What follows belongs to an exercise in optimizing a design on an open flow for a short achievable clock period and few clock cycles; a production flow would make more cautious choices. At most, simulation tests tie the RTL to the original design; equivalence was not proved. Function not checked in run 3: the RTL went through the layout flow alone. Power and IR drop assume default switching activity.

==> design/flow/design.v <==
module mips_multi #(
  parameter int          ADDR_W   = 12,
  parameter logic [31:0] RESET_PC = 32'h0000_3000
) (
  input  logic                clock,
  input  logic                reset,
  output logic                mem_req,
  output logic                mem_we,
  output logic [ADDR_W-1:0]   mem_addr,
  output logic [31:0]         mem_wdata,
  input  logic [31:0]         mem_rdata,
  input  logic                mem_ack,
  output logic                halt,
  output logic [31:0]         pc_o
);
  localparam logic [5:0] OP_R    = 6'h00;
  localparam logic [5:0] OP_J    = 6'h02;
  localparam logic [5:0] OP_JAL  = 6'h03;
  localparam logic [5:0] OP_BEQ  = 6'h04;
  localparam logic [5:0] OP_ADDI = 6'h08;
  localparam logic [5:0] OP_ORI  = 6'h0d;
  localparam logic [5:0] OP_LUI  = 6'h0f;
  localparam logic [5:0] OP_LW   = 6'h23;
  localparam logic [5:0] OP_SW   = 6'h2b;
  localparam logic [5:0] FN_JR   = 6'h08;
  localparam logic [5:0] FN_ADDU = 6'h21;
  localparam logic [5:0] FN_SUBU = 6'h23;
  logic [31:0]  gpr [32];
  localparam int CW = 16;
  logic [CW-1:0] cv;
  logic [5:0]    ctag [CW];
  logic [31:0]   cdat [CW];
  logic          chit, pm;
  logic [31:0]   cword;
  logic [31:0]  fpc;          
  logic         ev;           
  logic         halted;
  logic [15:0]  imm;
  logic [31:0]  pc4;          
  logic [31:0]  bt;           
  logic         pred;         
  logic         jr_bad;       
  logic [31:0]  a, b, opb;    
  logic         cin;
  logic [4:0]   wdst;         
  logic [4:0]   ldst;         
  logic [ADDR_W-1:0] ea;      
  logic         ea_ok;        
  logic         k_addi, k_ori, k_lui, k_jal, k_jr, k_beq, k_lw, k_sw, k_mem, k_ill;
  logic         w_v;
  logic [4:0]   w_reg;
  logic [31:0]  w_val;
  logic [31:0]  f;
  logic [5:0]   f_op, f_fn;
  logic [4:0]   f_rs, f_rt, f_rd;
  logic [31:0]  f_simm, f_pc4, f_bt, f_jt;
  logic         f_r, f_addu, f_subu, f_jr, f_addi, f_ori, f_lui, f_lw, f_sw, f_beq, f_j, f_jal;
  logic         f_pred, f_fa, f_fb;
  logic [31:0]  r_a, r_b, f_a, f_b;
  logic [31:0]  sum, res, wval, rtgt;
  logic         ovf, taken, misal, stop, dcyc, ack, fv, redirect, enter, wen, fwd;
  logic [4:0]   wreg;
  assign dcyc  = ev && k_mem;
  assign sum   = a + opb + {31'd0, cin};
  assign ovf   = (a[31] == opb[31]) && (sum[31] != a[31]);
  assign misal = (ea[1:0] != 2'b00);
  assign stop  = ev && (k_ill || (k_mem && ea_ok && misal));
  assign taken = (a == b);
  always_comb begin
    res = sum;
    if (k_ori)                 res = a | {16'h0, imm};
    else if (k_lui)            res = {imm, 16'h0};
    else if (k_jal)            res = pc4;
    else if (k_addi && ovf)    res = b;
  end
  assign redirect = ev && ((k_beq && (taken != pred)) || (k_jr && jr_bad));
  assign rtgt     = k_jr ? a : (taken ? bt : pc4);
  assign mem_req   = reset && !halted && !stop && !(dcyc && !ea_ok);
  assign mem_we    = dcyc && k_sw;
  assign mem_addr  = dcyc ? ea : fpc[ADDR_W-1:0];
  assign mem_wdata = b;
  assign halt = halted || stop;
  assign pc_o = pc4;
  assign ack   = mem_req && mem_ack;
  assign cword = cdat[fpc[5:2]];
  assign chit  = cv[fpc[5:2]] && (ctag[fpc[5:2]] == fpc[11:6]);
  assign fv    = ack && (!dcyc || chit);      
  assign enter = fv && !redirect;
  assign f      = dcyc ? cword : mem_rdata;
  assign f_op   = f[31:26];
  assign f_fn   = f[5:0];
  assign f_rs   = f[25:21];
  assign f_rt   = f[20:16];
  assign f_rd   = f[15:11];
  assign f_simm = {{16{f[15]}}, f[15:0]};
  assign f_r    = (f_op == OP_R);
  assign f_addu = f_r && (f_fn == FN_ADDU);
  assign f_subu = f_r && (f_fn == FN_SUBU);
  assign f_jr   = f_r && (f_fn == FN_JR);
  assign f_addi = (f_op == OP_ADDI);
  assign f_ori  = (f_op == OP_ORI);
  assign f_lui  = (f_op == OP_LUI);
  assign f_lw   = (f_op == OP_LW);
  assign f_sw   = (f_op == OP_SW);
  assign f_beq  = (f_op == OP_BEQ);
  assign f_j    = (f_op == OP_J);
  assign f_jal  = (f_op == OP_JAL);
  assign f_pred = (f_rs == f_rt);
  assign f_pc4  = fpc + 32'd4;
  assign f_bt   = f_pc4 + {f_simm[29:0], 2'b00};
  assign f_jt   = {f_pc4[31:28], f[25:0], 2'b00};
  assign wreg = dcyc ? ldst : wdst;
  assign wval = dcyc ? mem_rdata : res;
  assign fwd  = ev && (wreg != 5'd0);
  assign wen  = fwd && ack && (!dcyc || ea_ok);
  assign f_fa = fwd && (wreg == f_rs);
  assign f_fb = fwd && (wreg == f_rt);
  assign r_a  = (w_v && w_reg == f_rs) ? w_val : gpr[f_rs];
  assign r_b  = (w_v && w_reg == f_rt) ? w_val : gpr[f_rt];
  assign f_a  = f_fa ? wval : r_a;
  assign f_b  = f_fb ? wval : r_b;
  always_ff @(posedge clock or negedge reset) begin
    if (!reset) begin
      cv <= '0;
      pm <= 1'b0;
    end else begin
      if (ack && dcyc && k_sw && ctag[ea[5:2]] == ea[11:6]) cv[ea[5:2]] <= 1'b0;
      if (ack && !dcyc && pm) cv[fpc[5:2]] <= 1'b1;
      if (ack) pm <= dcyc && !chit;
    end
  end
  always_ff @(posedge clock) begin
    if (ack && !dcyc && pm) begin
      ctag[fpc[5:2]] <= fpc[11:6];
      cdat[fpc[5:2]] <= mem_rdata;
    end
  end
  always_ff @(posedge clock or negedge reset) begin
    if (!reset) begin
      for (int i = 0; i < 32; i++) gpr[i] <= '0;
      w_v   <= 1'b0;
      w_reg <= '0;
      w_val <= '0;
    end else begin
      if (w_v) gpr[w_reg] <= w_val;
      w_v <= wen;
      if (wen) begin
        w_reg <= wreg;
        w_val <= wval;
      end
    end
  end
  always_ff @(posedge clock or negedge reset) begin
    if (!reset) begin
      halted <= 1'b0;
      ev     <= 1'b0;
      fpc    <= RESET_PC;
      pc4    <= RESET_PC;
      bt     <= '0;
      pred   <= 1'b0;
      jr_bad <= 1'b0;
      imm    <= '0;
      a      <= '0;
      b      <= '0;
      opb    <= '0;
      cin    <= 1'b0;
      wdst   <= '0;
      ldst   <= '0;
      ea     <= '0;
      ea_ok  <= 1'b0;
      {k_addi, k_ori, k_lui, k_jal, k_jr, k_beq, k_lw, k_sw, k_mem, k_ill} <= '0;
    end else begin
      if (stop) halted <= 1'b1;
      if (dcyc && !ea_ok) begin
        ea    <= sum[ADDR_W-1:0];
        ea_ok <= 1'b1;
      end
      if (ack) begin
        ev <= enter;
        if (redirect)  fpc <= rtgt;
        else if (fv) begin
          if (f_j || f_jal)         fpc <= f_jt;
          else if (f_jr)            fpc <= r_a;
          else if (f_beq && f_pred) fpc <= f_bt;
          else                      fpc <= f_pc4;
        end
        if (enter) begin
          imm    <= f[15:0];
          pc4    <= f_pc4;
          bt     <= f_bt;
          pred   <= f_pred;
          jr_bad <= f_fa;
          a      <= f_a;
          b      <= f_b;
          opb    <= f_subu ? ~f_b : (f_addi || f_lw || f_sw) ? f_simm : f_b;
          cin    <= f_subu;
          wdst   <= (f_addu || f_subu) ? f_rd :
                    (f_addi || f_ori || f_lui) ? f_rt :
                    f_jal ? 5'd31 : 5'd0;
          ldst   <= f_lw ? f_rt : 5'd0;
          ea     <= r_a[ADDR_W-1:0] + f_simm[ADDR_W-1:0];
          ea_ok  <= !f_fa;
          k_addi <= f_addi;
          k_ori  <= f_ori;
          k_lui  <= f_lui;
          k_jal  <= f_jal;
          k_jr   <= f_jr;
          k_beq  <= f_beq;
          k_lw   <= f_lw;
          k_sw   <= f_sw;
          k_mem  <= f_lw || f_sw;
          k_ill  <= !(f_addu || f_subu || f_jr || f_addi || f_ori || f_lui ||
                      f_lw || f_sw || f_beq || f_j || f_jal);
        end
      end
    end
  end
endmodule
==> design/flow/run.sh <==
#!/bin/bash
# synth_recipe.tcl (not shown) runs the flow's synth.tcl, then flattens the netlist and writes it again
# the make line also repeats each setting of config.mk as NAME=value (left out here)
make -C /OpenROAD-flow-scripts/flow DESIGN_CONFIG=/design/flow/config.mk WORK_HOME=/design/flow/orfs CLKGATE_MAP_FILE= SYNTH_SCRIPT=/design/flow/synth_recipe.tcl finish
==> design/flow/config.mk <==
export PLATFORM = sky130hd
export DESIGN_NAME = mips_multi
export DESIGN_NICKNAME = mips_multi
export VERILOG_FILES = /design/flow/design.v
export SDC_FILE = /design/flow/constraint.sdc
export NUM_CORES = 4
export LEC_CHECK = 0
export CAP_MARGIN = 20
export CELL_PAD_IN_SITES_DETAIL_PLACEMENT = 1
export CELL_PAD_IN_SITES_GLOBAL_PLACEMENT = 2
export CORE_MARGIN = 2
export CORE_UTILIZATION = 30
export SETUP_SLACK_MARGIN = 2.0
export SLEW_MARGIN = 20
==> design/flow/constraint.sdc <==
create_clock -name core_clock -period 6.0 [get_ports {clock}]
set_input_delay 1.2000 -clock core_clock [delete_from_list [all_inputs] [get_ports {clock}]]
set_output_delay 1.2000 -clock core_clock [all_outputs]
set_load 0.01 [all_outputs]
==> results of run 1 <==
## power by group through the flow
stage	clock (mW)	combinational [mW]	sequential (mW)
global placement	0	12.8	15.7
finish	15.2	14.7	15.5
CTS	15.3	14.0	15.4
detailed placement	0	12.9	15.7
global route	15.8	15.2	15.5
floorplan	0	7.02	15.1
## worst reg2reg max path: cells and delay by family (launching register included)
kind,cells,cell delay (ps)
flip-flops,1,480
adder cells (fa/ha/maj),2,530
buffers and inverters,7,1240
multiplexers,2,700
XOR/XNOR,1,150
AND/OR/NAND/NOR,6,980
AO/OA/AOI/OAI,12,1750
## per-stage QoR
stage	total power, mW	cell area (µm²)	cells	hold WS [ps]	util, %
detailed placement	28.6	114000	13100	458	34.6
global route	46.5	126000	13800	50.9	38.5
global placement	28.5	114000	13100	442	34.6
finish	45.3	126000	13800	38.8	38.6
floorplan	22.1	99700	8302	425	-
CTS	44.8	124000	13700	26.0	38.0
## final timing paths
check | from | end | slack (ps) | cells past startpoint
max reg2reg | fpc[2] | ea[10] | 160 | 30
max | fpc[2] | ea[10] | 160 | 30
min reg2reg | halted | halted | 470 | 1
min in group core_clock | halted | halted | 470 | 1
max in group asynchronous | reset | gpr[18][13] | 2670 | 4
min | reset | cv[1] | 40 | 1
## final cells by class
type	count	share of cell area [%]
flip-flops and latches	1930	40.6
multi-input cells	5615	37.4
repair buffers	1399	11.1
clock buffers	310	5.13
well taps	4346	4.30
clock inverters	123	1.19
inverters	65	0.198
diodes	46	0.0911
## layer usage
metal	vias up	global-route usage, %	share of wire, %
met3	1863	9.84	9.4
met4	24	25.7	8.1
met1	47600	50.8	40
met5	-	0	0.021
li1	33900	-	-
met2	5706	58.2	43
## cells in the final DEF, fill, tap and decap left out, drive strengths merged, types with 180 or more instances in the layout
master and instances:
a21oi 248, mux4 203, edfxtp 608, nand3 180
mux2 1088, clkbuf 315, nor2 327, dfrtp 1318
a22oi 477, nand2 878, o21ai 312, buf 1276
## cells by family after synthesis
group / share of synthesized area (%)
AO/OA/AOI/OAI: 14.6
AND/OR/NAND/NOR: 9.22
flip-flops: 51.8
multiplexers: 18.5
buffers and inverters: 3.31
XOR/XNOR: 1.45
adder cells (fa/ha/maj): 1.09
## repair_timing
action | CTS | global route
resized for setup | 292 | 184
gates cloned | 13 | 3
setup endpoints to repair | 888 | 911
setup buffers | 122 | 98
pin swaps | 102 | 109
==> flow_metrics.env, run 1 <==
export IMPL_status="complete, no violations"
export IMPL_synth_flop_cell="dfrtp_1"
export IMPL_htreeDepth=4
export IMPL_num_vias=89100
export IMPL_p_int_mw=28.9
export IMPL_final_nets=9364
export IMPL_crit_family="compound AO/OA/AOI/OAI gates"
export IMPL_seq_area_mm2=0.0514
export IMPL_comb_power_share_pct=32.5
export IMPL_fill_cells=34600
export IMPL_cts_tree="yes"
export IMPL_grt_max_degree=138
export IMPL_avgRoutedWirePerCell_um=48.5
export IMPL_switching_share_pct=36.2
export IMPL_largest_register="gpr"
export IMPL_tightest_slew_ps=1370
export IMPL_syn_avg_cell_area_um2=11.9
export IMPL_syn_nets=8421
export IMPL_p_leak_nw=53.0
export IMPL_p_seq_share_pct=34.1
export IMPL_cts_made_buffers=234
export IMPL_final_max_slew_viol_count=0
export IMPL_cp_max_fo=8
export IMPL_grt_pass1_wl_um=876000
export IMPL_row_count=210
export IMPL_worst_ep_required_time_ps=6910
export IMPL_grt_total_usage_pct=39.3
export IMPL_grt_ovfl_total=0
export IMPL_post_route_min_period_ps=5840
export IMPL_clock_fmax_ghz=0.171
export IMPL_drcViolationCount=0
export IMPL_netlist_top_cells_area="dfrtp_1, edfxtp_1, mux2_2"
export IMPL_finalClockSkew_ps=119
export IMPL_setup_slack_ps=162
export IMPL_drive_gt1_share_pct=36.2
export IMPL_die_y_um=579
export IMPL_synthTopCellsByCount="dfrtp_1, mux2_2, nand2_1"
export IMPL_synthesis_area_mm2=0.0990
export IMPL_max_stage_delay_ps=550
export IMPL_synth_most_common_cell="dfrtp_1"
export IMPL_cp_arrival_ps=6750
export IMPL_die_area_mm2=0.335
export IMPL_fin_crit_sh_pct=97.3
export IMPL_critPathLaunchType="flop"
export IMPL_clkLatencyLatePin_ps=1020
export IMPL_hpwl_um=472000
export IMPL_powerDensity_mw_per_mm2=359
export IMPL_dp_slack_ps=-796
export IMPL_antenna_found_initial=83
export IMPL_cp_end_kind="flop"
export IMPL_yosysTopAreaCell="dfrtp_1"
export IMPL_grt_pass1_vias=87700
export IMPL_cpMostUsedCell="buf_4"
export IMPL_cts_path_max_buffers=4
export IMPL_largest_reg_flops=1024
export IMPL_pin_count=114
export IMPL_synth_top_area_share_pct=33.3
export IMPL_port_buffers=113
export IMPL_switchingPower_mw=16.4
export IMPL_clock_sinks=1930
export IMPL_syn2layout_area_growth_pct=27.6
export IMPL_tns_ps=0
export IMPL_slew_headroom_pct=8.68
export IMPL_dieWidth_um=579
export IMPL_final_antenna_net_count=0
export IMPL_p_clk_share_pct=33.4
export IMPL_peakVddDrop_uv=307
export IMPL_finalHoldViolations=0
export IMPL_hold_class="in -> async"
export IMPL_synth_edff_count=608
export IMPL_setup_viol=0
export IMPL_yosysWarningCount=2
export IMPL_multi_input_area_mm2=0.0473
export IMPL_cap_violations=0
export IMPL_drt_iter0_drc=11700
export IMPL_syn_inst=8302
export IMPL_wl_um=671000
export IMPL_cts_root_buffer="clkbuf_16"
export IMPL_coreArea_mm2=0.328
export IMPL_initial_core_util_pct=30.2
export IMPL_firstDrtPassIters=6
export IMPL_critical_path_class="reg -> reg"
export IMPL_synth_cell_types=121
export IMPL_clk_pin_slew_worst_paths_ps=60
export IMPL_ys_ff_latch=1930
export IMPL_ys_seq_area_share_pct=51.8
export IMPL_drt_vias_per_instance=6.44
export IMPL_ctsHoldBuffers=0
export IMPL_rsz0062_at_grt="yes"
export IMPL_worst_path_max_delay_cell="mux4_1"
export IMPL_routabilityCongestion=1.03
export IMPL_synth_async_reset_ratio_pct=68.5
export IMPL_cp_num_buf_inv=7
Testbench counts, summed over its fixed seeds: cycles 48,489.
==> run 2, diff against run 1 <==
--- a/design/flow/config.mk
+++ b/design/flow/config.mk
@@ -5,10 +5,11 @@
 export SDC_FILE = /design/flow/constraint.sdc
 export NUM_CORES = 4
 export LEC_CHECK = 0
+export ABC_CLOCK_PERIOD_IN_PS = 3000
 export CAP_MARGIN = 20
 export CELL_PAD_IN_SITES_DETAIL_PLACEMENT = 1
 export CELL_PAD_IN_SITES_GLOBAL_PLACEMENT = 2
 export CORE_MARGIN = 2
 export CORE_UTILIZATION = 30
-export SETUP_SLACK_MARGIN = 2.0
+export SETUP_SLACK_MARGIN = 3.0
 export SLEW_MARGIN = 20
==> flow_metrics.env, run 2 <==
export IMPL_syn2layout_area_growth_pct=29.4
export IMPL_tightest_slew_ps=1230
export IMPL_hold_class="in -> async"
export IMPL_final_antenna_net_count=0
export IMPL_antenna_found_initial=92
export IMPL_crit_family="compound AO/OA/AOI/OAI gates"
export IMPL_slew_headroom_pct=17.8
export IMPL_ys_ff_latch=1930
export IMPL_multi_input_area_mm2=0.0475
export IMPL_cap_violations=0
export IMPL_seq_area_mm2=0.0514
export IMPL_drive_gt1_share_pct=37.5
export IMPL_setup_slack_ps=109
export IMPL_hpwl_um=464000
export IMPL_fill_cells=34400
export IMPL_startpoint="fpc[3]"
export IMPL_post_route_min_period_ps=5890
export IMPL_coreArea_mm2=0.328
export IMPL_rsz0062_at_grt="yes"
export IMPL_syn_inst=8302
export IMPL_cp_arrival_ps=6820
export IMPL_placed_area_mm2=0.114
export IMPL_port_buffers=113
export IMPL_avgRoutedWirePerCell_um=47.6
export IMPL_largest_reg_flops=1024
export IMPL_layout_common_cells="dfrtp_1, mux2_2, buf_4"
export IMPL_synth_top_area_share_pct=33.3
export IMPL_die_area_mm2=0.335
export IMPL_power_mw=45.7
export IMPL_worst_path_max_delay_cell="dfrtp_4"
export IMPL_synthesis_area_mm2=0.0990
export IMPL_clk_pin_slew_worst_paths_ps=60
export IMPL_reg2reg_slack_ps=110
export IMPL_cp_num_buf_inv=4
export IMPL_synthTopCellsByCount="dfrtp_1, mux2_2, nand2_1"
export IMPL_synthAdderAreaFrac_pct=1.09
export IMPL_synth_async_reset_ratio_pct=68.5
export IMPL_cts_made_buffers=230
export IMPL_powerDensity_mw_per_mm2=357
export IMPL_num_vias=90800
export IMPL_grt_pass1_wl_um=867000
export IMPL_cp_max_fo=7
export IMPL_syn_nets=8421
export IMPL_maxUsedRoutingLayer="met5"
export IMPL_synth_edff_count=608
export IMPL_fin_crit_sh_pct=98.2
export IMPL_p_leak_nw=53.8
export IMPL_yosysTopAreaCell="dfrtp_1"
export IMPL_worst_path_stages=26
export IMPL_finalClockSkew_ps=123
export IMPL_r2r_start="fpc[3]"
export IMPL_setup_viol=0
export IMPL_synth_xor_area_share_pct=1.45
export IMPL_syn_avg_cell_area_um2=11.9
export IMPL_cpMostUsedCell="a21oi_2"
export IMPL_cts_path_max_buffers=4
export IMPL_grt_ovfl_total=0
export IMPL_synth_compound_area_share_pct=14.6
export IMPL_wl_met1_um=261000
export IMPL_final_max_slew_viol_count=0
export IMPL_largest_register="gpr"
export IMPL_dp_slack_ps=-933
export IMPL_synth_most_common_cell="dfrtp_1"
export IMPL_yosysWarningCount=2
export IMPL_netlist_top_cells_area="dfrtp_1, edfxtp_1, mux2_2"
export IMPL_cp_end_kind="flop"
export IMPL_crit_end="ea[10]"
export IMPL_clock_fmax_ghz=0.170
export IMPL_firstDrtPassIters=8
export IMPL_synth_simple_gate_area_share_pct=9.22
export IMPL_critical_path_class="reg -> reg"
export IMPL_max_stage_delay_ps=560
export IMPL_dieWidth_um=579
export IMPL_synth_area_mux_share_pct=18.5
export IMPL_cts_tree="yes"
export IMPL_routabilityCongestion=1.03
export IMPL_clkLatencyLatePin_ps=1020
export IMPL_critPathLaunchType="flop"
export IMPL_pin_count=114
export IMPL_peakVddDrop_uv=317
export IMPL_wl_um=665000
export IMPL_synth_cell_types=121
export IMPL_worstReg2RegEnd="ea[10]"
export IMPL_grt_pass1_vias=88100
export IMPL_clock_sinks=1930
export IMPL_final_cell_area_mm2=0.128
export IMPL_drcViolationCount=0
export IMPL_synth_top_family_by_area="multiplexers"
export IMPL_final_common_cell="dfrtp_1"
export IMPL_htreeDepth=4
export IMPL_grt_total_usage_pct=38.7
export IMPL_finalHoldViolations=0
export IMPL_drt_iter0_drc=12300
export IMPL_r2r_cells=26
export IMPL_worst_ep_required_time_ps=6930
export IMPL_met3_length_um=69700
export IMPL_synth_flop_cell="dfrtp_1"
export IMPL_drt_vias_per_instance=6.50
export IMPL_cts_root_buffer="clkbuf_16"
export IMPL_met2_length_um=281000
export IMPL_tns_ps=0
export IMPL_grt_max_degree=171
export IMPL_initial_core_util_pct=30.2
export IMPL_ys_seq_area_share_pct=51.8
export IMPL_die_y_um=579
export IMPL_row_count=210
export IMPL_final_nets=9482
export IMPL_status="complete, no violations"
==> run 2: cell counts after synthesis <==
Identical to the previous run, type by type.
==> run 2: stage by stage <==
step / hold WS (ps) / utilization (%) / instances
2_1_floorplan: 425 / - / 8302
3_3_place_gp: 442 / 34.7 / 13200
3_5_place_dp: 449 / 34.7 / 13200
4_1_cts: 60.4 / 38.1 / 13800
5_1_grt: 95.0 / 39.0 / 13900
6_report: 100 / 39.1 / 14000
==> run 2: cell families (layout without fill, tap and decap cells) <==
logic type / Yosys count / count (layout)
muxes: 1434 / 1434
xor gates and xnor gates: 164 / 164
adders and majority gates: 84 / 84
AOI/OAI and AO/OA: 1979 / 1979
and+or+nand+nor: 1952 / 1952
other: 0 / 68
buffers and inverters: 759 / 2019
DFF: 1930 / 1930
==> run 2: worst min path at each step <==
stage / startpoint / to / slack, ps / depth (start not counted)
finish: reset / cv[10] / 100 / 1
global route: reset / cv[2] / 90 / 1
CTS: reset / pc4[3] / 60 / 1
detailed placement: halted / halted / 450 / 1
global placement: halted / halted / 440 / 1
floorplan: halted / halted / 420 / 1
==> run 2: layer usage <==
layer  vias up  track usage (%)
met4        56             25.1
li1      34200                -
met5         -                0
met3      2097             12.3
met1     48200             48.9
met2      6359             57.0
==> run 2: power by group <==
group	total (mW)	internal [mW]	switching [mW]
sequential	15.5	14.3	1.18
combinational	14.9	6.02	8.90
clock	15.3	8.94	6.41
total	45.7	29.3	16.5
==> run 2: what timing repair did <==
action,4_1_cts,5_1_grt
gates resized for setup,305,365
buffers inserted,143,147
hold buffers,0,0
gates cloned,12,6
pin swaps,80,166
setup endpoints to repair,1902,2071
==> run 2: final cells by class <==
class	count	share of cell area [%]
well taps	4346	4.24
multi-input cells	5613	37.1
clock inverters	131	1.34
repair buffers	1523	11.9
diodes	68	0.133
flip-flops and latches	1930	40.1
inverters	65	0.193
clock buffers	300	5.00
==> run 2: worst register-to-register path: stages, from the launching register on <==
cell	delay [ps]
dfrtp_4	560
buf_8	180
mux2i_1	130
mux4_2	530
buf_4	200
a221oi_4	390
buf_4	200
nor2_1	70
a22o_2	290
a221o_1	400
nor4_4	550
buf_4	250
o21ai_4	80
ha_4	180
fa_2	370
a21oi_2	160
nor2_2	70
nor2_2	120
o21bai_1	100
a21oi_2	160
o21bai_1	100
a21oi_2	170
o21bai_1	120
a21oi_2	160
xnor2_1	140
nand2_1	90
o21ai_1	90
==> run 3, diff against run 2 <==
--- a/design/flow/design.v
+++ b/design/flow/design.v
@@ -25,13 +25,29 @@
   localparam logic [5:0] FN_JR   = 6'h08;
   localparam logic [5:0] FN_ADDU = 6'h21;
   localparam logic [5:0] FN_SUBU = 6'h23;
+  function automatic logic [31:0] kadd(input logic [31:0] x, input logic [31:0] y,
+                                       input logic c0);
+    logic [31:0] g, p, gg, pp;
+    int d, i;
+    g  = x & y;
+    p  = x ^ y;
+    gg = g;
+    pp = p;
+    gg[0] = g[0] | (p[0] & c0);
+    for (d = 1; d < 32; d = d * 2)
+      for (i = 31; i >= d; i = i - 1) begin
+        gg[i] = gg[i] | (pp[i] & gg[i-d]);
+        pp[i] = pp[i] & pp[i-d];
+      end
+    kadd = p ^ {gg[30:0], c0};
+  endfunction
   logic [31:0]  gpr [32];
   localparam int CW = 16;
   logic [CW-1:0] cv;
   logic [5:0]    ctag [CW];
   logic [31:0]   cdat [CW];
-  logic          chit, pm;
-  logic [31:0]   cword;
+  logic          chit, pm, ch_n;
+  logic [31:0]   cword, cw_n;
   logic [31:0]  fpc;          
   logic         ev;           
   logic         halted;
@@ -56,12 +72,12 @@
   logic [31:0]  f_simm, f_pc4, f_bt, f_jt;
   logic         f_r, f_addu, f_subu, f_jr, f_addi, f_ori, f_lui, f_lw, f_sw, f_beq, f_j, f_jal;
   logic         f_pred, f_fa, f_fb;
-  logic [31:0]  r_a, r_b, f_a, f_b;
+  logic [31:0]  r_a, r_b, f_a, f_b, ea_f;
   logic [31:0]  sum, res, wval, rtgt;
   logic         ovf, taken, misal, stop, dcyc, ack, fv, redirect, enter, wen, fwd;
   logic [4:0]   wreg;
   assign dcyc  = ev && k_mem;
-  assign sum   = a + opb + {31'd0, cin};
+  assign sum   = kadd(a, opb, cin);
   assign ovf   = (a[31] == opb[31]) && (sum[31] != a[31]);
   assign misal = (ea[1:0] != 2'b00);
   assign stop  = ev && (k_ill || (k_mem && ea_ok && misal));
@@ -82,8 +98,9 @@
   assign halt = halted || stop;
   assign pc_o = pc4;
   assign ack   = mem_req && mem_ack;
-  assign cword = cdat[fpc[5:2]];
-  assign chit  = cv[fpc[5:2]] && (ctag[fpc[5:2]] == fpc[11:6]);
+  assign cw_n  = cdat[f_pc4[5:2]];
+  assign ch_n  = cv[f_pc4[5:2]] && (ctag[f_pc4[5:2]] == f_pc4[11:6]) &&
+                 !(dcyc && k_sw && ea[11:2] == f_pc4[11:2]);
   assign fv    = ack && (!dcyc || chit);      
   assign enter = fv && !redirect;
   assign f      = dcyc ? cword : mem_rdata;
@@ -106,8 +123,8 @@
   assign f_j    = (f_op == OP_J);
   assign f_jal  = (f_op == OP_JAL);
   assign f_pred = (f_rs == f_rt);
-  assign f_pc4  = fpc + 32'd4;
-  assign f_bt   = f_pc4 + {f_simm[29:0], 2'b00};
+  assign f_pc4  = kadd(fpc, 32'd4, 1'b0);
+  assign f_bt   = kadd(f_pc4, {f_simm[29:0], 2'b00}, 1'b0);
   assign f_jt   = {f_pc4[31:28], f[25:0], 2'b00};
   assign wreg = dcyc ? ldst : wdst;
   assign wval = dcyc ? mem_rdata : res;
@@ -118,15 +135,22 @@
   assign r_a  = (w_v && w_reg == f_rs) ? w_val : gpr[f_rs];
   assign r_b  = (w_v && w_reg == f_rt) ? w_val : gpr[f_rt];
   assign f_a  = f_fa ? wval : r_a;
+  assign ea_f = kadd(r_a, f_simm, 1'b0);
   assign f_b  = f_fb ? wval : r_b;
   always_ff @(posedge clock or negedge reset) begin
     if (!reset) begin
-      cv <= '0;
-      pm <= 1'b0;
+      cv    <= '0;
+      pm    <= 1'b0;
+      chit  <= 1'b0;
+      cword <= '0;
     end else begin
       if (ack && dcyc && k_sw && ctag[ea[5:2]] == ea[11:6]) cv[ea[5:2]] <= 1'b0;
       if (ack && !dcyc && pm) cv[fpc[5:2]] <= 1'b1;
       if (ack) pm <= dcyc && !chit;
+      if (enter) begin
+        chit  <= ch_n;
+        cword <= cw_n;
+      end
     end
   end
   always_ff @(posedge clock) begin
@@ -198,7 +222,7 @@
                     (f_addi || f_ori || f_lui) ? f_rt :
                     f_jal ? 5'd31 : 5'd0;
           ldst   <= f_lw ? f_rt : 5'd0;
-          ea     <= r_a[ADDR_W-1:0] + f_simm[ADDR_W-1:0];
+          ea     <= ea_f;
           ea_ok  <= !f_fa;
           k_addi <= f_addi;
           k_ori  <= f_ori;
==> design/flow/config.mk (replaced) <==
export PLATFORM = sky130hd
export DESIGN_NAME = mips_multi
export DESIGN_NICKNAME = mips_multi
export VERILOG_FILES = /design/flow/design.v
export SDC_FILE = /design/flow/constraint.sdc
export NUM_CORES = 4
export LEC_CHECK = 0
export ABC_CLOCK_PERIOD_IN_PS = 2000
export CAP_MARGIN = 20
export CELL_PAD_IN_SITES_DETAIL_PLACEMENT = 0
export CELL_PAD_IN_SITES_GLOBAL_PLACEMENT = 1
export CORE_MARGIN = 2
export CORE_UTILIZATION = 55
export SETUP_SLACK_MARGIN = 3.0
export SLEW_MARGIN = 20
==> flow_metrics.env, run 3 <==
export IMPL_status="stopped before the end"
export IMPL_failed_stage="global routing (5_1_grt)"
export IMPL_toolErrorMsg="[ERROR GRT-0116] Global routing finished with congestion. Check the congestion regions in the DRC Viewer."
export IMPL_synth_edff_count=608
export IMPL_grt_total_usage_pct=84.6
export IMPL_ys_seq_area_share_pct=52.2
export IMPL_yosysWarningCount=2
export IMPL_synth_xor_area_share_pct=1.56
export IMPL_dieWidth_um=430
export IMPL_routabilityCongestion=1.14
export IMPL_die_y_um=430
export IMPL_pin_count=114
export IMPL_synthTopCellsByCount="dfrtp_1, mux2_2, nand2_1"
export IMPL_placed_area_mm2=0.109
export IMPL_cts_root_buffer="clkbuf_16"
export IMPL_htreeDepth=4
export IMPL_cts_made_buffers=201
export IMPL_synth_cell_types=125
export IMPL_ys_ff_latch=1963
export IMPL_synth_compound_area_share_pct=15.1
export IMPL_grt_max_degree=163
export IMPL_syn_avg_cell_area_um2=12.2
export IMPL_yosysTopAreaCell="dfrtp_1"
export IMPL_grt_pass1_wl_um=1080000
export IMPL_synth_top_area_share_pct=33.8
export IMPL_synth_flop_cell="dfrtp_1"
export IMPL_initial_core_util_pct=55.3
export IMPL_synth_top_family_by_area="multiplexers"
export IMPL_synthAdderAreaFrac_pct=1.08
export IMPL_syn_nets=8301
export IMPL_synth_area_mux_share_pct=17.8
export IMPL_grt_ovfl_total=2835
export IMPL_synth_simple_gate_area_share_pct=8.76
export IMPL_cts_path_max_buffers=3
export IMPL_netlist_top_cells_area="dfrtp_1, edfxtp_1, mux2_2"
export IMPL_hpwl_um=345000
export IMPL_synth_async_reset_ratio_pct=69.0
export IMPL_synth_most_common_cell="dfrtp_1"
export IMPL_port_buffers=113
export IMPL_syn_inst=8182
export IMPL_clock_sinks=1963
export IMPL_synthesis_area_mm2=0.0999
export IMPL_row_count=156
export IMPL_grt_pass1_vias=114000
run 3: cell types whose count changed after synthesis, moves of 31 or more:
cell / change
clkbuf_1: -103
nor3_1: -70
nand3_1: -57
nor2_1: -57
o21ai_1: +54
nand2_1: -53
a221oi_1: +50
nand4_1: +45
mux2i_1: -44
a22o_1: +43
buf_2: +41
dfrtp_1: +33
o211ai_1: -31
run 3: worst max path at each step:
stage / endpoint / slack (ps) / depth (start not counted)
floorplan: ea[10] / 1290 / 25
global placement: ea[9] / -260 / 25
detailed placement: ea[9] / -200 / 26
CTS: ea[11] / 1120 / 24
run 3: metrics by stage:
step	std cells	hold WS, ps	setup TNS (ps)	worst slack [ps]	utilization, %
floorplan	8182	437	0	1290	-
global placement	10700	453	-585	-262	60.2
detailed placement	10700	462	-511	-198	60.2
CTS	11900	114	0	1120	73.0
run 3: power by group through the flow:
stage | combinational [mW] | sequential, mW | clock, mW
2_1_floorplan | 6.92 | 15.1 | 0
3_3_place_gp | 9.54 | 15.6 | 0
3_5_place_dp | 9.73 | 15.6 | 0
4_1_cts | 11.6 | 15.4 | 13.1
run 3: cell families after synthesis:
kind of cell / count (synthesis)
compound gates: 2065
flops: 1963
simple gates: 1773
mux: 1380
buf+inv: 740
xor+xnor: 177
fa+ha+maj: 84
run 3: what timing repair did:
item                                     CTS
hold buffers                               0
gates resized for setup                 1541
setup buffers                            656
endpoints found under the setup margin  1205
pin swaps                                356
cloned                                   166
run 3: metal layers:
| metal | GRT usage, % | overflow |
|---|---|---|
| met5 | 51.7 | 30 |
| met4 | 78.8 | 732 |
| met1 | 86.6 | 242 |
| met3 | 73.5 | 278 |
| met2 | 96.7 | 1553 |
==> run 4, diff against run 3 <==
--- a/design/flow/design.v
+++ b/design/flow/design.v
@@ -41,14 +41,29 @@
       end
     kadd = p ^ {gg[30:0], c0};
   endfunction
+  function automatic logic [31:0] btgt(input logic [31:0] p, input logic [13:0] hp,
+                                       input logic [13:0] hm, input logic [15:0] im);
+    logic [10:0] lo;
+    logic [6:0]  m0, m1, m;
+    lo = {1'b0, p[11:2]} + {1'b0, im[9:0]} + 11'd1;
+    m0 = {1'b0, p[17:12]} + {1'b0, im[15:10]};
+    m1 = {1'b0, p[17:12]} + {1'b0, im[15:10]} + 7'd1;
+    m  = lo[10] ? m1 : m0;
+    btgt = {(m[6] == im[15]) ? p[31:18] : m[6] ? hp : hm, m[5:0], lo[9:0], p[1:0]};
+  endfunction
   logic [31:0]  gpr [32];
   localparam int CW = 16;
   logic [CW-1:0] cv;
   logic [5:0]    ctag [CW];
   logic [31:0]   cdat [CW];
   logic          chit, pm, ch_n;
+  logic          fsel;       
   logic [31:0]   cword, cw_n;
   logic [31:0]  fpc;          
+  logic [63:0]  bv;
+  logic [1:0]   bc [64];
+  logic [5:0]   bidx;         
+  logic [1:0]   bst;          
   logic         ev;           
   logic         halted;
   logic [15:0]  imm;
@@ -61,6 +76,8 @@
   logic [4:0]   wdst;         
   logic [4:0]   ldst;         
   logic [ADDR_W-1:0] ea;      
+  logic [5:0]   ea_l, ea_h0, ea_h1;   
+  logic         ea_c;         
   logic         ea_ok;        
   logic         k_addi, k_ori, k_lui, k_jal, k_jr, k_beq, k_lw, k_sw, k_mem, k_ill;
   logic         w_v;
@@ -72,11 +89,13 @@
   logic [31:0]  f_simm, f_pc4, f_bt, f_jt;
   logic         f_r, f_addu, f_subu, f_jr, f_addi, f_ori, f_lui, f_lw, f_sw, f_beq, f_j, f_jal;
   logic         f_pred, f_fa, f_fb;
-  logic [31:0]  r_a, r_b, f_a, f_b, ea_f;
+  logic [31:0]  r_a, r_b, f_a, f_b;
+  logic [6:0]   ea_lo;
   logic [31:0]  sum, res, wval, rtgt;
   logic         ovf, taken, misal, stop, dcyc, ack, fv, redirect, enter, wen, fwd;
   logic [4:0]   wreg;
   assign dcyc  = ev && k_mem;
+  assign ea    = {ea_c ? ea_h1 : ea_h0, ea_l};
   assign sum   = kadd(a, opb, cin);
   assign ovf   = (a[31] == opb[31]) && (sum[31] != a[31]);
   assign misal = (ea[1:0] != 2'b00);
@@ -103,7 +122,7 @@
                  !(dcyc && k_sw && ea[11:2] == f_pc4[11:2]);
   assign fv    = ack && (!dcyc || chit);      
   assign enter = fv && !redirect;
-  assign f      = dcyc ? cword : mem_rdata;
+  assign f      = fsel ? cword : mem_rdata;
   assign f_op   = f[31:26];
   assign f_fn   = f[5:0];
   assign f_rs   = f[25:21];
@@ -122,9 +141,16 @@
   assign f_beq  = (f_op == OP_BEQ);
   assign f_j    = (f_op == OP_J);
   assign f_jal  = (f_op == OP_JAL);
-  assign f_pred = (f_rs == f_rt);
+  assign f_pred = bv[fpc[7:2]] ? bc[fpc[7:2]][1] : (f_rs == f_rt);
   assign f_pc4  = kadd(fpc, 32'd4, 1'b0);
-  assign f_bt   = kadd(f_pc4, {f_simm[29:0], 2'b00}, 1'b0);
+  logic [13:0] pc_hi, pc_hi_p, pc_hi_m;
+  logic [31:0] bt_mw, bt_cw;
+  assign pc_hi   = fpc[31:18];
+  assign pc_hi_p = pc_hi + 14'd1;
+  assign pc_hi_m = pc_hi - 14'd1;
+  assign bt_mw   = btgt(fpc, pc_hi_p, pc_hi_m, mem_rdata[15:0]);
+  assign bt_cw   = btgt(fpc, pc_hi_p, pc_hi_m, cword[15:0]);
+  assign f_bt    = fsel ? bt_cw : bt_mw;
   assign f_jt   = {f_pc4[31:28], f[25:0], 2'b00};
   assign wreg = dcyc ? ldst : wdst;
   assign wval = dcyc ? mem_rdata : res;
@@ -132,10 +158,20 @@
   assign wen  = fwd && ack && (!dcyc || ea_ok);
   assign f_fa = fwd && (wreg == f_rs);
   assign f_fb = fwd && (wreg == f_rt);
-  assign r_a  = (w_v && w_reg == f_rs) ? w_val : gpr[f_rs];
-  assign r_b  = (w_v && w_reg == f_rt) ? w_val : gpr[f_rt];
+  logic [4:0]  m_rs, m_rt, c_rs, c_rt;
+  logic [31:0] r_am, r_bm, r_ac, r_bc;
+  assign m_rs = mem_rdata[25:21];
+  assign m_rt = mem_rdata[20:16];
+  assign c_rs = cword[25:21];
+  assign c_rt = cword[20:16];
+  assign r_am = (w_v && w_reg == m_rs) ? w_val : gpr[m_rs];
+  assign r_bm = (w_v && w_reg == m_rt) ? w_val : gpr[m_rt];
+  assign r_ac = (w_v && w_reg == c_rs) ? w_val : gpr[c_rs];
+  assign r_bc = (w_v && w_reg == c_rt) ? w_val : gpr[c_rt];
+  assign r_a  = fsel ? r_ac : r_am;
+  assign r_b  = fsel ? r_bc : r_bm;
   assign f_a  = f_fa ? wval : r_a;
-  assign ea_f = kadd(r_a, f_simm, 1'b0);
+  assign ea_lo = {1'b0, r_a[5:0]} + {1'b0, f[5:0]};
   assign f_b  = f_fb ? wval : r_b;
   always_ff @(posedge clock or negedge reset) begin
     if (!reset) begin
@@ -145,7 +181,7 @@
       cword <= '0;
     end else begin
       if (ack && dcyc && k_sw && ctag[ea[5:2]] == ea[11:6]) cv[ea[5:2]] <= 1'b0;
-      if (ack && !dcyc && pm) cv[fpc[5:2]] <= 1'b1;
+      if (!dcyc && pm) cv[fpc[5:2]] <= 1'b1;
       if (ack) pm <= dcyc && !chit;
       if (enter) begin
         chit  <= ch_n;
@@ -153,8 +189,27 @@
       end
     end
   end
+  always_ff @(posedge clock or negedge reset) begin
+    if (!reset) begin
+      bv <= '0;
+    end else if (ack && ev && k_beq) begin
+      bv[bidx] <= 1'b1;
+    end
+  end
   always_ff @(posedge clock) begin
-    if (ack && !dcyc && pm) begin
+    if (ack && ev && k_beq) begin
+      if (taken) bc[bidx] <= (bst == 2'b11) ? 2'b11 : bst + 2'd1;
+      else       bc[bidx] <= (bst == 2'b00) ? 2'b00 : bst - 2'd1;
+    end
+  end
+  always_ff @(posedge clock) begin
+    if (enter) begin
+      bidx <= fpc[7:2];
+      bst  <= bv[fpc[7:2]] ? bc[fpc[7:2]] : {1'b0, (f_rs == f_rt)} + 2'd1;
+    end
+  end
+  always_ff @(posedge clock) begin
+    if (!dcyc && pm) begin
       ctag[fpc[5:2]] <= fpc[11:6];
       cdat[fpc[5:2]] <= mem_rdata;
     end
@@ -178,6 +233,7 @@
     if (!reset) begin
       halted <= 1'b0;
       ev     <= 1'b0;
+      fsel   <= 1'b0;
       fpc    <= RESET_PC;
       pc4    <= RESET_PC;
       bt     <= '0;
@@ -190,17 +246,23 @@
       cin    <= 1'b0;
       wdst   <= '0;
       ldst   <= '0;
-      ea     <= '0;
+      ea_l   <= '0;
+      ea_h0  <= '0;
+      ea_h1  <= '0;
+      ea_c   <= 1'b0;
       ea_ok  <= 1'b0;
       {k_addi, k_ori, k_lui, k_jal, k_jr, k_beq, k_lw, k_sw, k_mem, k_ill} <= '0;
     end else begin
       if (stop) halted <= 1'b1;
       if (dcyc && !ea_ok) begin
-        ea    <= sum[ADDR_W-1:0];
+        ea_l  <= sum[5:0];
+        ea_h0 <= sum[11:6];
+        ea_c  <= 1'b0;
         ea_ok <= 1'b1;
       end
       if (ack) begin
-        ev <= enter;
+        ev   <= enter;
+        fsel <= enter && (f_lw || f_sw);
         if (redirect)  fpc <= rtgt;
         else if (fv) begin
           if (f_j || f_jal)         fpc <= f_jt;
@@ -222,7 +284,10 @@
                     (f_addi || f_ori || f_lui) ? f_rt :
                     f_jal ? 5'd31 : 5'd0;
           ldst   <= f_lw ? f_rt : 5'd0;
-          ea     <= ea_f;
+          ea_l   <= ea_lo[5:0];
+          ea_c   <= ea_lo[6];
+          ea_h0  <= r_a[11:6] + f[11:6];
+          ea_h1  <= r_a[11:6] + f[11:6] + 6'd1;
           ea_ok  <= !f_fa;
           k_addi <= f_addi;
           k_ori  <= f_ori;
==> design/flow/config.mk (replaced) <==
export PLATFORM = sky130hd
export DESIGN_NAME = mips_multi
export DESIGN_NICKNAME = mips_multi
export VERILOG_FILES = /design/flow/design.v
export SDC_FILE = /design/flow/constraint.sdc
export NUM_CORES = 4
export LEC_CHECK = 0
export CAP_MARGIN = 20
export CELL_PAD_IN_SITES_DETAIL_PLACEMENT = 1
export CELL_PAD_IN_SITES_GLOBAL_PLACEMENT = 2
export CORE_MARGIN = 2
export CORE_UTILIZATION = 40
export SETUP_SLACK_MARGIN = 3.0
export SLEW_MARGIN = 20
==> flow_metrics.env, run 4 <==
export IMPL_syn_avg_cell_area_um2=11.0
export IMPL_synth_cell_types=93
export IMPL_grt_pass1_vias=148000
export IMPL_row_count=202
export IMPL_toolErrorMsg="[ERROR GRT-0116] Global routing finished with congestion. Check the congestion regions in the DRC Viewer."
export IMPL_place_inst=14900
export IMPL_yosysWarningCount=2
export IMPL_cts_path_max_buffers=4
export IMPL_grt_max_degree=164
export IMPL_netlist_top_cells_area="dfrtp_1, edfxtp_1, mux2_2"
export IMPL_syn_inst=11100
export IMPL_cts_root_buffer="clkbuf_16"
export IMPL_clock_sinks=2171
export IMPL_grt_pass1_wl_um=1500000
export IMPL_port_buffers=113
export IMPL_syn_nets=11200
export IMPL_dieWidth_um=556
export IMPL_htreeDepth=5
export IMPL_initial_core_util_pct=40.2
export IMPL_ys_seq_area_share_pct=47.6
export IMPL_cts_made_buffers=263
export IMPL_grt_ovfl_total=24
export IMPL_synthTopCellsByCount="a22oi_1, dfrtp_1, mux2_2"
export IMPL_die_y_um=556
export IMPL_yosysTopAreaCell="dfrtp_1"
export IMPL_synth_top_area_share_pct=29.2
export IMPL_ctsHoldBuffers=0
export IMPL_synth_flop_cell="dfrtp_1"
export IMPL_routabilityCongestion=1.09
export IMPL_synthesis_area_mm2=0.122
export IMPL_pin_count=114
export IMPL_status="stopped before the end"
export IMPL_grt_total_usage_pct=72.4
export IMPL_ys_ff_latch=2171
export IMPL_failed_stage="global routing (5_1_grt)"
export IMPL_synth_edff_count=744
export IMPL_hpwl_um=592000
export IMPL_synth_async_reset_ratio_pct=65.7
export IMPL_synth_most_common_cell="a22oi_1"
[run 4: how the worst max path moves through the flow]
stage / start / end / slack (ps) / depth (start not counted)
CTS: cword[23] / ea_h1[5] / 1730 / 21
floorplan: mem_rdata[21] / ea_h1[5] / 1580 / 20
detailed placement: mem_rdata[18] / opb[11] / -40 / 14
global placement: mem_rdata[24] / ea_l[5] / -30 / 19
[run 4: timing repair]
action | in CTS
buffers inserted | 1054
gates cloned | 116
pin swaps | 618
gates resized for setup | 2368
endpoints found under the setup margin | 1965
[run 4: logic make-up after synthesis]
logic type,share of synthesized area (%)
compound gates,18.5
simple gates,11.0
flops,47.6
mux,16.7
buf+inv,3.57
xor+xnor,1.55
fa+ha+maj,1.09
[run 4: metrics by stage]
stage	instance area (µm²)	setup slack, ps	TNS, ps
3_5_place_dp	134000	-37.9	-37.9
2_1_floorplan	125000	1580	0
4_1_cts	165000	1730	0
3_3_place_gp	134000	-29.5	-29.5
[run 4: layer usage]
layer,global-route usage (%),GRT overflow
met4,67.2,12
met1,76.1,0
met3,54.9,2
met2,87.8,10
met5,30.8,0
[run 4: power groups by stage]
| stage | Combinational, mW | Clock [mW] | Sequential (mW) |
|---|---|---|---|
| after CTS | 33.8 | 17.8 | 18.6 |
| after global placement | 23.1 | 0 | 19.1 |
| after detailed placement | 23.6 | 0 | 19.1 |
| after floorplan | 13.4 | 0 | 17.4 |
Testbench counts of run 4, summed over its fixed seeds: cycles 48,173.
==> run 5, diff against run 4 <==
--- a/design/flow/design.v
+++ b/design/flow/design.v
@@ -51,6 +51,15 @@
     m  = lo[10] ? m1 : m0;
     btgt = {(m[6] == im[15]) ? p[31:18] : m[6] ? hp : hm, m[5:0], lo[9:0], p[1:0]};
   endfunction
+  function automatic logic [31:0] inc4(input logic [31:0] x);
+    logic [31:0] r;
+    int i;
+    r[1:0] = x[1:0];
+    r[2]   = !x[2];
+    for (i = 3; i < 32; i = i + 1)
+      r[i] = x[i] ^ (&(x[31:2] | ~((30'd1 << (i - 2)) - 30'd1)));
+    inc4 = r;
+  endfunction
   logic [31:0]  gpr [32];
   localparam int CW = 16;
   logic [CW-1:0] cv;
@@ -58,6 +67,7 @@
   logic [31:0]   cdat [CW];
   logic          chit, pm, ch_n;
   logic          fsel;       
+  logic [31:0]   c_rs_oh, c_rt_oh;   
   logic [31:0]   cword, cw_n;
   logic [31:0]  fpc;          
   logic [63:0]  bv;
@@ -72,6 +82,8 @@
   logic         pred;         
   logic         jr_bad;       
   logic [31:0]  a, b, opb;    
+  logic         a_w, b_w, o_w;   
+  logic [31:0]  ae, be, ob;   
   logic         cin;
   logic [4:0]   wdst;         
   logic [4:0]   ldst;         
@@ -89,31 +101,34 @@
   logic [31:0]  f_simm, f_pc4, f_bt, f_jt;
   logic         f_r, f_addu, f_subu, f_jr, f_addi, f_ori, f_lui, f_lw, f_sw, f_beq, f_j, f_jal;
   logic         f_pred, f_fa, f_fb;
-  logic [31:0]  r_a, r_b, f_a, f_b;
+  logic [31:0]  r_a, r_b;
   logic [6:0]   ea_lo;
   logic [31:0]  sum, res, wval, rtgt;
   logic         ovf, taken, misal, stop, dcyc, ack, fv, redirect, enter, wen, fwd;
   logic [4:0]   wreg;
   assign dcyc  = ev && k_mem;
   assign ea    = {ea_c ? ea_h1 : ea_h0, ea_l};
-  assign sum   = kadd(a, opb, cin);
-  assign ovf   = (a[31] == opb[31]) && (sum[31] != a[31]);
+  assign ae    = a_w ? w_val : a;
+  assign be    = b_w ? w_val : b;
+  assign ob    = o_w ? (w_val ^ {32{cin}}) : opb;
+  assign sum   = kadd(ae, ob, cin);
+  assign ovf   = (ae[31] == ob[31]) && (sum[31] != ae[31]);
   assign misal = (ea[1:0] != 2'b00);
   assign stop  = ev && (k_ill || (k_mem && ea_ok && misal));
-  assign taken = (a == b);
+  assign taken = (ae == be);
   always_comb begin
     res = sum;
-    if (k_ori)                 res = a | {16'h0, imm};
+    if (k_ori)                 res = ae | {16'h0, imm};
     else if (k_lui)            res = {imm, 16'h0};
     else if (k_jal)            res = pc4;
-    else if (k_addi && ovf)    res = b;
+    else if (k_addi && ovf)    res = be;
   end
   assign redirect = ev && ((k_beq && (taken != pred)) || (k_jr && jr_bad));
-  assign rtgt     = k_jr ? a : (taken ? bt : pc4);
+  assign rtgt     = k_jr ? ae : (taken ? bt : pc4);
   assign mem_req   = reset && !halted && !stop && !(dcyc && !ea_ok);
   assign mem_we    = dcyc && k_sw;
   assign mem_addr  = dcyc ? ea : fpc[ADDR_W-1:0];
-  assign mem_wdata = b;
+  assign mem_wdata = be;
   assign halt = halted || stop;
   assign pc_o = pc4;
   assign ack   = mem_req && mem_ack;
@@ -121,7 +136,7 @@
   assign ch_n  = cv[f_pc4[5:2]] && (ctag[f_pc4[5:2]] == f_pc4[11:6]) &&
                  !(dcyc && k_sw && ea[11:2] == f_pc4[11:2]);
   assign fv    = ack && (!dcyc || chit);      
-  assign enter = fv && !redirect;
+  assign enter = fv && !redirect;    
   assign f      = fsel ? cword : mem_rdata;
   assign f_op   = f[31:26];
   assign f_fn   = f[5:0];
@@ -142,7 +157,7 @@
   assign f_j    = (f_op == OP_J);
   assign f_jal  = (f_op == OP_JAL);
   assign f_pred = bv[fpc[7:2]] ? bc[fpc[7:2]][1] : (f_rs == f_rt);
-  assign f_pc4  = kadd(fpc, 32'd4, 1'b0);
+  assign f_pc4  = inc4(fpc);
   logic [13:0] pc_hi, pc_hi_p, pc_hi_m;
   logic [31:0] bt_mw, bt_cw;
   assign pc_hi   = fpc[31:18];
@@ -166,26 +181,37 @@
   assign c_rt = cword[20:16];
   assign r_am = (w_v && w_reg == m_rs) ? w_val : gpr[m_rs];
   assign r_bm = (w_v && w_reg == m_rt) ? w_val : gpr[m_rt];
-  assign r_ac = (w_v && w_reg == c_rs) ? w_val : gpr[c_rs];
-  assign r_bc = (w_v && w_reg == c_rt) ? w_val : gpr[c_rt];
+  logic [31:0] g_ac, g_bc;
+  always_comb begin
+    g_ac = '0;
+    g_bc = '0;
+    for (int k = 0; k < 32; k++) begin
+      g_ac = g_ac | (gpr[k] & {32{c_rs_oh[k]}});
+      g_bc = g_bc | (gpr[k] & {32{c_rt_oh[k]}});
+    end
+  end
+  assign r_ac = (w_v && w_reg == c_rs) ? w_val : g_ac;
+  assign r_bc = (w_v && w_reg == c_rt) ? w_val : g_bc;
   assign r_a  = fsel ? r_ac : r_am;
   assign r_b  = fsel ? r_bc : r_bm;
-  assign f_a  = f_fa ? wval : r_a;
   assign ea_lo = {1'b0, r_a[5:0]} + {1'b0, f[5:0]};
-  assign f_b  = f_fb ? wval : r_b;
   always_ff @(posedge clock or negedge reset) begin
     if (!reset) begin
       cv    <= '0;
       pm    <= 1'b0;
-      chit  <= 1'b0;
-      cword <= '0;
+      chit    <= 1'b0;
+      cword   <= '0;
+      c_rs_oh <= 32'd1;
+      c_rt_oh <= 32'd1;
     end else begin
       if (ack && dcyc && k_sw && ctag[ea[5:2]] == ea[11:6]) cv[ea[5:2]] <= 1'b0;
       if (!dcyc && pm) cv[fpc[5:2]] <= 1'b1;
       if (ack) pm <= dcyc && !chit;
-      if (enter) begin
-        chit  <= ch_n;
-        cword <= cw_n;
+      if (fv) begin
+        chit    <= ch_n;
+        cword   <= cw_n;
+        c_rs_oh <= 32'd1 << cw_n[25:21];
+        c_rt_oh <= 32'd1 << cw_n[20:16];
       end
     end
   end
@@ -203,7 +229,7 @@
     end
   end
   always_ff @(posedge clock) begin
-    if (enter) begin
+    if (fv) begin
       bidx <= fpc[7:2];
       bst  <= bv[fpc[7:2]] ? bc[fpc[7:2]] : {1'b0, (f_rs == f_rt)} + 2'd1;
     end
@@ -243,6 +269,9 @@
       a      <= '0;
       b      <= '0;
       opb    <= '0;
+      a_w    <= 1'b0;
+      b_w    <= 1'b0;
+      o_w    <= 1'b0;
       cin    <= 1'b0;
       wdst   <= '0;
       ldst   <= '0;
@@ -270,15 +299,18 @@
           else if (f_beq && f_pred) fpc <= f_bt;
           else                      fpc <= f_pc4;
         end
-        if (enter) begin
+        if (fv) begin
           imm    <= f[15:0];
           pc4    <= f_pc4;
           bt     <= f_bt;
           pred   <= f_pred;
           jr_bad <= f_fa;
-          a      <= f_a;
-          b      <= f_b;
-          opb    <= f_subu ? ~f_b : (f_addi || f_lw || f_sw) ? f_simm : f_b;
+          a      <= r_a;
+          b      <= r_b;
+          opb    <= (f_addi || f_lw || f_sw) ? f_simm : f_subu ? ~r_b : r_b;
+          a_w    <= f_fa;
+          b_w    <= f_fb;
+          o_w    <= f_fb && !(f_addi || f_lw || f_sw);
           cin    <= f_subu;
           wdst   <= (f_addu || f_subu) ? f_rd :
                     (f_addi || f_ori || f_lui) ? f_rt :
--- a/design/flow/config.mk
+++ b/design/flow/config.mk
@@ -9,6 +9,6 @@
 export CELL_PAD_IN_SITES_DETAIL_PLACEMENT = 1
 export CELL_PAD_IN_SITES_GLOBAL_PLACEMENT = 2
 export CORE_MARGIN = 2
-export CORE_UTILIZATION = 40
-export SETUP_SLACK_MARGIN = 3.0
+export CORE_UTILIZATION = 25
+export SETUP_SLACK_MARGIN = 2.5
 export SLEW_MARGIN = 20
==> flow_metrics.env, run 5 <==
export IMPL_status="complete, no violations"
export IMPL_cts_root_buffer="clkbuf_16"
export IMPL_yosysTopAreaCell="dfrtp_1"
export IMPL_slew_headroom_pct=16.9
export IMPL_dieWidth_um=711
export IMPL_post_route_min_period_ps=4260
export IMPL_hpwl_um=651000
export IMPL_row_count=259
export IMPL_ys_ff_latch=2237
export IMPL_clock_fmax_ghz=0.235
export IMPL_final_common_cell="dfrtp_1"
export IMPL_setup_viol=0
export IMPL_largest_register="gpr"
export IMPL_grt_pass1_vias=125000
export IMPL_setup_slack_ps=1740
export IMPL_cp_end_kind="flop"
export IMPL_grt_pass1_wl_um=1280000
export IMPL_drive_gt1_share_pct=34.2
export IMPL_fill_cells=53600
export IMPL_hold_class="in -> async"
export IMPL_synth_flop_cell="dfrtp_1"
export IMPL_synth_top_area_share_pct=29.8
export IMPL_final_max_slew_viol_count=0
export IMPL_synth_async_reset_ratio_pct=66.7
export IMPL_top_usage_layer="met2"
export IMPL_met1_usage_pct=45.3
export IMPL_critPathLaunchType="input port"
export IMPL_fin_crit_sh_pct=71.1
export IMPL_finalHoldViolations=0
export IMPL_num_vias=130000
export IMPL_peakVddDrop_uv=623
export IMPL_tns_ps=0
export IMPL_finalClockSkew_ps=103
export IMPL_die_area_mm2=0.505
export IMPL_synthTopCellsByCount="dfrtp_1, a22oi_1, nand2_1"
export IMPL_powerDensity_mw_per_mm2=402
export IMPL_grt_use_met3_pct=14.1
export IMPL_cts_tree="yes"
export IMPL_rsz0062_at_grt="yes"
export IMPL_grt_max_degree=149
export IMPL_grt_ovfl_total=0
export IMPL_clk_pin_slew_worst_paths_ps=60
export IMPL_layout_common_cells="dfrtp_1, a22oi_1, buf_4"
export IMPL_p_leak_nw=67.8
export IMPL_routabilityCongestion=1.05
export IMPL_initial_core_util_pct=25.1
export IMPL_antenna_found_initial=136
export IMPL_clock_sinks=2237
export IMPL_coreArea_mm2=0.497
export IMPL_avgRoutedWirePerCell_um=51.3
export IMPL_ys_seq_area_share_pct=47.8
export IMPL_synthesis_area_mm2=0.125
export IMPL_cp_max_fo=5
export IMPL_syn_inst=11400
export IMPL_cp_arrival_ps=5090
export IMPL_drcViolationCount=0
export IMPL_worst_ep_required_time_ps=6830
export IMPL_port_buffers=113
export IMPL_tightest_slew_ps=1250
export IMPL_syn2layout_area_growth_pct=31.7
export IMPL_drt_vias_per_instance=6.71
export IMPL_cap_violations=0
export IMPL_final_antenna_net_count=0
export IMPL_pin_count=114
export IMPL_wl_um=991000
export IMPL_largest_reg_flops=1024
export IMPL_netlist_top_cells_area="dfrtp_1, edfxtp_1, mux2_2"
export IMPL_cts_made_buffers=287
export IMPL_hold_slack_ps=120
export IMPL_final_nets=12500
export IMPL_critical_path_class="in -> reg"
export IMPL_firstDrtPassIters=10
export IMPL_syn_avg_cell_area_um2=10.9
export IMPL_yosysWarningCount=2
export IMPL_synth_cell_types=107
export IMPL_htreeDepth=5
export IMPL_met2_usage_pct=55.4
export IMPL_synth_edff_count=744
export IMPL_drt_iter0_drc=20400
export IMPL_cts_path_max_buffers=4
export IMPL_grt_total_usage_pct=37.8
export IMPL_syn_nets=11600
export IMPL_die_y_um=711
export IMPL_dp_slack_ps=-35.4
export IMPL_synth_most_common_cell="dfrtp_1"
export IMPL_clkLatencyLatePin_ps=1050
-- run 5: cell types whose count changed after synthesis, sizes merged, moves of 52 or more --
| cell | before | now |
|---|---|---|
| o21ai | 264 | 519 |
| and3 | 194 | 513 |
| mux2 | 1089 | 954 |
| dfrtp | 1423 | 1487 |
| nand3 | 298 | 350 |
| a22o | 169 | 222 |
| xnor2 | 107 | 176 |
| nand4 | 167 | 235 |
| a22oi | 1478 | 1305 |
| nor3 | 133 | 74 |
| a2111oi | 65 | 166 |
| clkbuf | 854 | 907 |
| nor2 | 578 | 431 |
-- run 5: final timing paths --
check,startpoint,to,slack (ps),cells past startpoint
hold reg to reg,bv[22],bv[22],450,1
min in group core_clock,bv[22],bv[22],450,1
setup reg to reg,c_rs_oh[12],ea_h1[4],1900,17
max in group asynchronous,reset,gpr[28][28],2920,4
hold / removal,reset,pc4[23],120,1
setup / recovery,mem_rdata[25],ea_h1[4],1740,20
-- run 5: what timing repair did --
| item | CTS | global route |
|---|---|---|
| hold buffers | 0 | 0 |
| buffers inserted | 475 | 158 |
| resized for setup | 1464 | 617 |
| gates cloned | 44 | 19 |
| hold endpoints to repair | 0 | 0 |
| pin swaps | 313 | 262 |
| endpoints found under the setup margin | 879 | 446 |
-- run 5: power breakdown --
part	switching, mW	total (mW)	internal (mW)
clock	7.81	18.2	10.4
combinational	17.6	27.9	10.3
sequential	2.74	20.0	17.2
total	28.1	66.0	37.9
-- run 5: per-stage QoR --
stage,instance area [µm²],cells,utilization [%],total power [mW]
final,164000,19300,33.0,66.0
after floorplan,126000,11400,-,30.2
after CTS,159000,19000,32.1,63.5
after global placement,139000,18000,28.0,41.9
after global routing,164000,19200,33.0,67.0
after detailed placement,139000,18000,28.0,42.2
-- run 5: worst max-delay path: stages --
cell       delay [ps]
buf_16            130
buf_12            170
and3b_2           220
buf_4             160
and2_4            180
a2111oi_4         310
nand3_2           130
nor4_4            380
o311a_1           300
a21oi_4            90
buf_12            180
ha_4              150
buf_6             110
fa_2              420
buf_6             150
xor2_4            190
buf_4             160
nand3_1           150
xor2_2            180
o21ai_1            70
-- run 5: cell type report --
class	instances	area, µm²	share of cell area [%]
multi-input cells	8019	67300	40.9
flip-flops and latches	2237	59900	36.4
repair buffers	1661	18400	11.2
well taps	6655	8330	5.07
clock buffers	399	8120	4.94
clock inverters	114	1480	0.899
inverters	101	478	0.291
diodes	139	348	0.212
repair inverters	2	17.5	0.0107
-- run 5: routing by layer --
| metal | share of wire, % | wire, µm |
|---|---|---|
| met4 | 9.0 | 89500 |
| met5 | 0.044 | 436 |
| met1 | 37 | 369000 |
| met3 | 12 | 114000 |
| met2 | 42 | 418000 |
-- run 5: kinds of logic (layout without fill, tap and decap cells) --
kind of cell | count (synthesis) | after routing | share of synthesized area [%]
compound gates | 3258 | 3258 | 18.9
mux | 1367 | 1369 | 14.5
simple gates | 2985 | 2993 | 11.8
other cells | 0 | 139 | 0
buf+inv | 1199 | 2277 | 3.76
xor+xnor | 290 | 290 | 2.03
flops | 2237 | 2237 | 47.8
fa+ha+maj | 109 | 109 | 1.14
Testbench counts of run 5, summed over its fixed seeds: cycles 48,173.
==> run 6, diff against run 5 <==
--- a/design/flow/design.v
+++ b/design/flow/design.v
@@ -74,6 +74,9 @@
   logic [1:0]   bc [64];
   logic [5:0]   bidx;         
   logic [1:0]   bst;          
+  logic         bq_v;         
+  logic [1:0]   bq_c;         
+  logic         seq_ok;       
   logic         ev;           
   logic         halted;
   logic [15:0]  imm;
@@ -156,7 +159,7 @@
   assign f_beq  = (f_op == OP_BEQ);
   assign f_j    = (f_op == OP_J);
   assign f_jal  = (f_op == OP_JAL);
-  assign f_pred = bv[fpc[7:2]] ? bc[fpc[7:2]][1] : (f_rs == f_rt);
+  assign f_pred = (seq_ok && bq_v) ? bq_c[1] : (f_rs == f_rt);
   assign f_pc4  = inc4(fpc);
   logic [13:0] pc_hi, pc_hi_p, pc_hi_m;
   logic [31:0] bt_mw, bt_cw;
@@ -231,7 +234,17 @@
   always_ff @(posedge clock) begin
     if (fv) begin
       bidx <= fpc[7:2];
-      bst  <= bv[fpc[7:2]] ? bc[fpc[7:2]] : {1'b0, (f_rs == f_rt)} + 2'd1;
+      bst  <= (seq_ok && bq_v) ? bq_c : {1'b0, (f_rs == f_rt)} + 2'd1;
+      bq_v <= bv[f_pc4[7:2]];
+      bq_c <= bc[f_pc4[7:2]];
+    end
+  end
+  always_ff @(posedge clock or negedge reset) begin
+    if (!reset) begin
+      seq_ok <= 1'b0;
+    end else if (ack) begin
+      if (redirect) seq_ok <= 1'b0;
+      else if (fv)  seq_ok <= !(f_j || f_jal || f_jr || (f_beq && f_pred));
     end
   end
   always_ff @(posedge clock) begin
==> flow_metrics.env, run 6 <==
export IMPL_status="complete, no violations"
export IMPL_cts_root_buffer="clkbuf_16"
export IMPL_fin_crit_sh_pct=72.3
export IMPL_syn_inst=11100
export IMPL_coreArea_mm2=0.494
export IMPL_setup_viol=0
export IMPL_critical_path_class="reg -> reg"
export IMPL_syn_avg_cell_area_um2=11.2
export IMPL_synth_cell_types=114
export IMPL_hpwl_um=647000
export IMPL_finalClockSkew_ps=67.1
export IMPL_die_y_um=709
export IMPL_row_count=258
export IMPL_worstReg2RegEnd="w_val[23]"
export IMPL_num_vias=126000
export IMPL_synth_async_reset_ratio_pct=66.7
export IMPL_hold_class="in -> async"
export IMPL_synth_flop_cell="dfrtp_1"
export IMPL_drt_vias_per_instance=6.68
export IMPL_initial_core_util_pct=25.1
export IMPL_ys_seq_area_share_pct=48.2
export IMPL_grt_ovfl_total=0
export IMPL_startpoint="jr_bad"
export IMPL_cp_arrival_ps=5220
export IMPL_wl_um=972000
export IMPL_worst_path_stages=16
export IMPL_largest_register="gpr"
export IMPL_setup_slack_ps=1660
export IMPL_final_antenna_net_count=0
export IMPL_layout_common_cells="dfrtp_1, a22oi_1, mux2_2"
export IMPL_synth_most_common_cell="dfrtp_1"
export IMPL_cpMostUsedCell="buf_4"
export IMPL_synthTopCellsByCount="dfrtp_1, a22oi_1, mux2_2"
export IMPL_synth_top_area_share_pct=30.0
export IMPL_slew_headroom_pct=11.9
export IMPL_grt_max_degree=138
export IMPL_r2r_start="jr_bad"
export IMPL_drive_gt1_share_pct=33.8
export IMPL_p_seq_share_pct=31.5
export IMPL_p_leak_nw=64.4
export IMPL_cts_made_buffers=283
export IMPL_rsz0062_at_grt="yes"
export IMPL_multi_input_area_mm2=0.0655
export IMPL_tightest_slew_ps=1320
export IMPL_port_buffers=113
export IMPL_avgRoutedWirePerCell_um=51.6
export IMPL_switchingPower_mw=24.2
export IMPL_pin_count=114
export IMPL_syn2layout_area_growth_pct=28.4
export IMPL_final_nets=12000
export IMPL_htreeDepth=5
export IMPL_firstDrtPassIters=13
export IMPL_hold_slack_ps=78.5
export IMPL_final_common_cell="dfrtp_1"
export IMPL_ys_ff_latch=2241
export IMPL_cp_num_buf_inv=4
export IMPL_synthesis_area_mm2=0.124
export IMPL_max_stage_delay_ps=580
export IMPL_switching_share_pct=40.0
export IMPL_p_clk_share_pct=30.0
export IMPL_dieWidth_um=709
export IMPL_routabilityCongestion=1.05
export IMPL_fill_cells=53400
export IMPL_cts_path_max_buffers=4
export IMPL_crit_family="compound AO/OA/AOI/OAI gates"
export IMPL_die_area_mm2=0.502
export IMPL_largest_reg_flops=1024
export IMPL_drt_iter0_drc=20500
export IMPL_clk_pin_slew_worst_paths_ps=70
export IMPL_crit_end="w_val[23]"
export IMPL_p_int_mw=36.3
==> run 6: stage by stage <==
step / instance area (µm²) / cells / utilization [%] / setup TNS, ps
finish: 160000 / 18800 / 32.3 / 0
global route: 159000 / 18700 / 32.2 / 0
CTS: 156000 / 18600 / 31.6 / 0
detailed placement: 138000 / 17600 / 27.9 / 0
global placement: 138000 / 17600 / 27.9 / -1380
floorplan: 125000 / 11100 / - / 0
==> run 6: power by group through the flow <==
| stage | Combinational, mW | Sequential [mW] | Clock, mW |
|---|---|---|---|
| final | 23.3 | 19.1 | 18.2 |
| after global routing | 23.8 | 19.1 | 18.9 |
| after CTS | 21.8 | 18.9 | 18.4 |
| after detailed placement | 19.2 | 19.3 | 0 |
| after global placement | 19.0 | 19.2 | 0 |
| after floorplan | 10.6 | 18.0 | 0 |
==> run 6: worst min-delay path by stage <==
stage / end / depth (start not counted) / slack (ps) / from
after detailed placement: bv[11] / 1 / 440 / bv[11]
after global placement: bv[25] / 1 / 430 / bv[25]
final: gpr[11][24] / 1 / 80 / reset
after floorplan: bv[11] / 1 / 420 / bv[11]
after global routing: gpr[11][24] / 1 / 80 / reset
after CTS: gpr[11][24] / 1 / 80 / reset
==> run 6: timing repair <==
| action | in CTS | in global routing |
|---|---|---|
| resized for setup | 1219 | 414 |
| setup buffers | 395 | 114 |
| setup endpoints to repair | 821 | 422 |
| gates cloned | 35 | 15 |
| pin swaps | 236 | 155 |
==> run 6: cell families after synthesis <==
kind of cell | share of synthesized area (%)
AO/OA/AOI/OAI | 19.0
AND/OR/NAND/NOR | 10.4
flip-flops | 48.2
multiplexers | 15.5
buffers and inverters | 3.63
XOR/XNOR | 2.11
adder cells (fa/ha/maj) | 1.14
==> run 6: layout make-up <==
cell class | count | share of cell area, %
tap | 6630 | 5.20
sequential | 2241 | 37.6
timing repair buffer | 1472 | 9.68
multi-input combinational | 7769 | 41.0
inverter | 94 | 0.264
clock buffer | 380 | 4.97
clock inverter | 131 | 1.04
antenna | 131 | 0.205
==> run 6: routing by layer <==
metal	up-vias	track usage (%)	wire length, µm
li1	45100	-	-
met1	66300	44.9	367000
met2	10600	55.1	411000
met5	-	0.827	1000
met3	3865	14.1	109000
met4	53	25.9	84700
Testbench counts of run 6, summed over its fixed seeds: cycles 48,229.
